This is an optimization exercise on Yosys and OpenROAD, whose aim is small area, a short achievable clock period and few clock cycles per item, not a production implementation.
In this exercise RTL edits were held to simulation tests only and were not proved equivalent to the original.

==> inputs of onyx <==
// butterfly_top
module butterfly_top (
    input  logic        clk,
    input  logic        rst_n,
    input  logic [96:0] in_i,
    input  logic        in_vld_i,
    output logic        in_rdy_o,
    input  logic        credit_i,
    output logic [31:0] ao_o,
    output logic [31:0] bo_o,
    output logic        out_vld_o
);
Settings: LEC_CHECK=0, ABC_CLOCK_PERIOD_IN_PS=5000, CAP_MARGIN=20, CORE_MARGIN=2, CORE_UTILIZATION=40, SETUP_SLACK_MARGIN=1.8, SLEW_MARGIN=20, SYNTH_HIERARCHICAL=1, SYNTH_MINIMUM_KEEP_SIZE=0; clock period 6.7 ns.
standard.sh (not shown) runs the stock make flow with config.mk's settings and CLKGATE_MAP_FILE= SYNTH_SCRIPT=/design/flow/synth_recipe.tcl, a recipe that flattens the netlist after the stock synthesis.
==> flow/flow/run.sh <==
#!/bin/bash
# The standard layout (the standard.sh: ORFS synthesis to final layout), with one change:
# the port buffers that ORFS's buffer_ports inserts are buf_4 cells instead of its default
# choice (clkdlybuf4s50_1, a slow delay cell). Every input and output keeps its buffer.
set -euo pipefail
export BUFFER_PORTS_ARGS="-buffer_cell sky130_fd_sc_hd__buf_4"
bash standard.sh > standard.log 2>&1
==> indigo: changes against onyx <==
--- a/flow/design.v
+++ b/flow/design.v
@@ -11,23 +11,14 @@
     assign one = x1 ^ x0;
     assign two = (x2 & ~x1 & ~x0) | (~x2 & x1 & x0);
     assign neg = x2 ^ flip;
 endmodule
 module bfly_wrap (input logic mode, input logic [15:0] w, output logic wrap);
     assign wrap = ~mode & w[15] & ~(|w[14:0]);
 endmodule
-module bfly_x2 (input logic a, input logic b, output logic y);
-    assign y = a ^ b;
-endmodule
-module bfly_x3 (input logic a, input logic b, input logic c, output logic y);
-    assign y = a ^ b ^ c;
-endmodule
-module bfly_mj (input logic a, input logic b, input logic c, output logic y);
-    assign y = (a & b) | (a & c) | (b & c);
-endmodule
 module bfly_gp (input logic gl, input logic pl, input logic gr, input logic pr, output logic g, output logic p);
     assign g = gl | (pl & gr);
     assign p = pl & pr;
 endmodule
 module bfly_ha (input logic a, input logic b, output logic s, output logic co);
     assign s  = a ^ b;
     assign co = a & b;
@@ -1585,17 +1576,14 @@
     assign tp_re[9] = tpp_re[9] ^ tpre_c9;
     assign tp_re[10] = tpp_re[10] ^ tpre_c10;
     assign tp_re[11] = tpp_re[11] ^ tpre_c11;
     assign tp_re[12] = tpp_re[12] ^ tpre_c12;
     assign tp_re[13] = tpp_re[13] ^ tpre_c13;
     assign tp_re[14] = tpp_re[14] ^ tpre_c14;
     assign tp_re[15] = tpp_re[15] ^ tpre_c15;
-    logic ep_re, b16p_re;
-    assign ep_re = a2_re[15] ^ y15_re ^ k_re ^ tpp_re[16];
-    bfly_x2 u_b16pre (.a(tpre_c16), .b(ep_re), .y(b16p_re));
     assign tp_re[16] = tpp_re[16] ^ tpre_c16;
     logic [16:0] tmg_re, tmp_re;
     assign tmg_re[0] = u_re[0] & 1'b1;
     assign tmp_re[0] = u_re[0] ^ 1'b1;
     assign tmg_re[1] = u_re[1] & vm_re[0];
     assign tmp_re[1] = u_re[1] ^ vm_re[0];
     assign tmg_re[2] = u_re[2] & vm_re[1];
@@ -1739,17 +1727,14 @@
     assign tm_re[9] = tmp_re[9] ^ tmre_c9;
     assign tm_re[10] = tmp_re[10] ^ tmre_c10;
     assign tm_re[11] = tmp_re[11] ^ tmre_c11;
     assign tm_re[12] = tmp_re[12] ^ tmre_c12;
     assign tm_re[13] = tmp_re[13] ^ tmre_c13;
     assign tm_re[14] = tmp_re[14] ^ tmre_c14;
     assign tm_re[15] = tmp_re[15] ^ tmre_c15;
-    logic em_re, b16m_re;
-    assign em_re = a2_re[15] ^ y15_re ^ k_re ^ tmp_re[16];
-    bfly_x2 u_b16mre (.a(tmre_c16), .b(em_re), .y(b16m_re));
     assign tm_re[16] = tmp_re[16] ^ tmre_c16;
     logic lim_g0c;
     assign lim_g0c = (s0_im[0] & s1_im[0]) | ((s0_im[0] ^ s1_im[0]) & cin2_im);
     logic lim_G0_1, lim_P0_1;
     bfly_gp u_lim_G0_1 (.gl((s0_im[1] & s1_im[1])), .pl((s0_im[1] ^ s1_im[1])), .gr(lim_g0c), .pr((s0_im[0] ^ s1_im[0])), .g(lim_G0_1), .p(lim_P0_1));
     logic lim_G0_3, lim_P0_3;
     bfly_gp u_lim_G0_3 (.gl((s0_im[3] & s1_im[3])), .pl((s0_im[3] ^ s1_im[3])), .gr((s0_im[2] & s1_im[2])), .pr((s0_im[2] ^ s1_im[2])), .g(lim_G0_3), .p(lim_P0_3));
@@ -2043,17 +2028,14 @@
     assign tp_im[9] = tpp_im[9] ^ tpim_c9;
     assign tp_im[10] = tpp_im[10] ^ tpim_c10;
     assign tp_im[11] = tpp_im[11] ^ tpim_c11;
     assign tp_im[12] = tpp_im[12] ^ tpim_c12;
     assign tp_im[13] = tpp_im[13] ^ tpim_c13;
     assign tp_im[14] = tpp_im[14] ^ tpim_c14;
     assign tp_im[15] = tpp_im[15] ^ tpim_c15;
-    logic ep_im, b16p_im;
-    assign ep_im = a2_im[15] ^ y15_im ^ k_im ^ tpp_im[16];
-    bfly_x2 u_b16pim (.a(tpim_c16), .b(ep_im), .y(b16p_im));
     assign tp_im[16] = tpp_im[16] ^ tpim_c16;
     logic [16:0] tmg_im, tmp_im;
     assign tmg_im[0] = u_im[0] & 1'b1;
     assign tmp_im[0] = u_im[0] ^ 1'b1;
     assign tmg_im[1] = u_im[1] & vm_im[0];
     assign tmp_im[1] = u_im[1] ^ vm_im[0];
     assign tmg_im[2] = u_im[2] & vm_im[1];
@@ -2197,20 +2179,17 @@
     assign tm_im[9] = tmp_im[9] ^ tmim_c9;
     assign tm_im[10] = tmp_im[10] ^ tmim_c10;
     assign tm_im[11] = tmp_im[11] ^ tmim_c11;
     assign tm_im[12] = tmp_im[12] ^ tmim_c12;
     assign tm_im[13] = tmp_im[13] ^ tmim_c13;
     assign tm_im[14] = tmp_im[14] ^ tmim_c14;
     assign tm_im[15] = tmp_im[15] ^ tmim_c15;
-    logic em_im, b16m_im;
-    assign em_im = a2_im[15] ^ y15_im ^ k_im ^ tmp_im[16];
-    bfly_x2 u_b16mim (.a(tmim_c16), .b(em_im), .y(b16m_im));
     assign tm_im[16] = tmp_im[16] ^ tmim_c16;
     logic [16:0] add_re, add_im, sub_re, sub_im;
-    assign add_re = {b16p_re, tp_re[15:0]};
-    assign sub_re = {b16m_re, tm_re[15:0]};
-    assign add_im = {b16p_im, tp_im[15:0]};
-    assign sub_im = {b16m_im, tm_im[15:0]};
+    assign add_re = {a2_re[15] ^ y15_re ^ tp_re[16] ^ k_re, tp_re[15:0]};
+    assign sub_re = {a2_re[15] ^ y15_re ^ tm_re[16] ^ k_re, tm_re[15:0]};
+    assign add_im = {a2_im[15] ^ y15_im ^ tp_im[16] ^ k_im, tp_im[15:0]};
+    assign sub_im = {a2_im[15] ^ y15_im ^ tm_im[16] ^ k_im, tm_im[15:0]};
     assign ao_o      = {fold_out(add_re, mode2), fold_out(add_im, mode2)};
     assign bo_o      = {fold_out(sub_re, mode2), fold_out(sub_im, mode2)};
     assign out_vld_o = vld2;
 endmodule
==> results.yml <==
drt:
  drt-total-wl_microns: 105000
final_layout:
  fill_cells: 6893
  n_clock_buffer: 23
run_status:
  status: "finished clean"
die:
  fp.dieW_microns: 279
(the above is from onyx)
==> results.yml <==
run_status:
  status: "finished clean"
clock_tree:
  cts_resized: 84
  numCtsBuffers: 17
final_layout:
  fill_cells: 6969
  n_clock_buffer: 21
drt:
  drt-total-wl_microns: 102000
global_routing:
  gr-total-overflow: 0
(the above is from indigo)
Testbench counts of onyx, summed over its fixed seeds: cycles 5,472, items 4,800.
Testbench counts of indigo, summed over its fixed seeds: cycles 5,472, items 4,800.

[separate check: timing with driven ports]
Ports are ideal in the flow. The routed layouts listed here were re-timed in OpenROAD. Step 1 sets driving cells, clkbuf_16 on the clock port and buf_2 on the other inputs (assumed; they add their load-dependent delay and slew). Step 2 times the ports against the registers' clock, not the clock port: input delays grow and output delays shrink by t, the midpoint of the rising clock arrivals with the driver on. Three values: ideal ports, drivers, drivers and shift; two values: the first two.
run | shift t [ns] | slack for setup (ns) | hold WS [ns] | worst setup path at the end | cell pins on the clock port's net
onyx | 0.552 | 1.757 / 1.787 / 1.234 | 0.504 / 0.504 / 0.504 | input to register | 1
indigo | 0.541 | 1.762 / 1.803 / 1.262 | 0.489 / 0.489 / 0.489 | input to register | 1
After both steps every run listed still meets setup and hold. The setup slack of onyx, which loses most, moves by +0.030 ns with the drivers and by -0.523 ns with both steps.
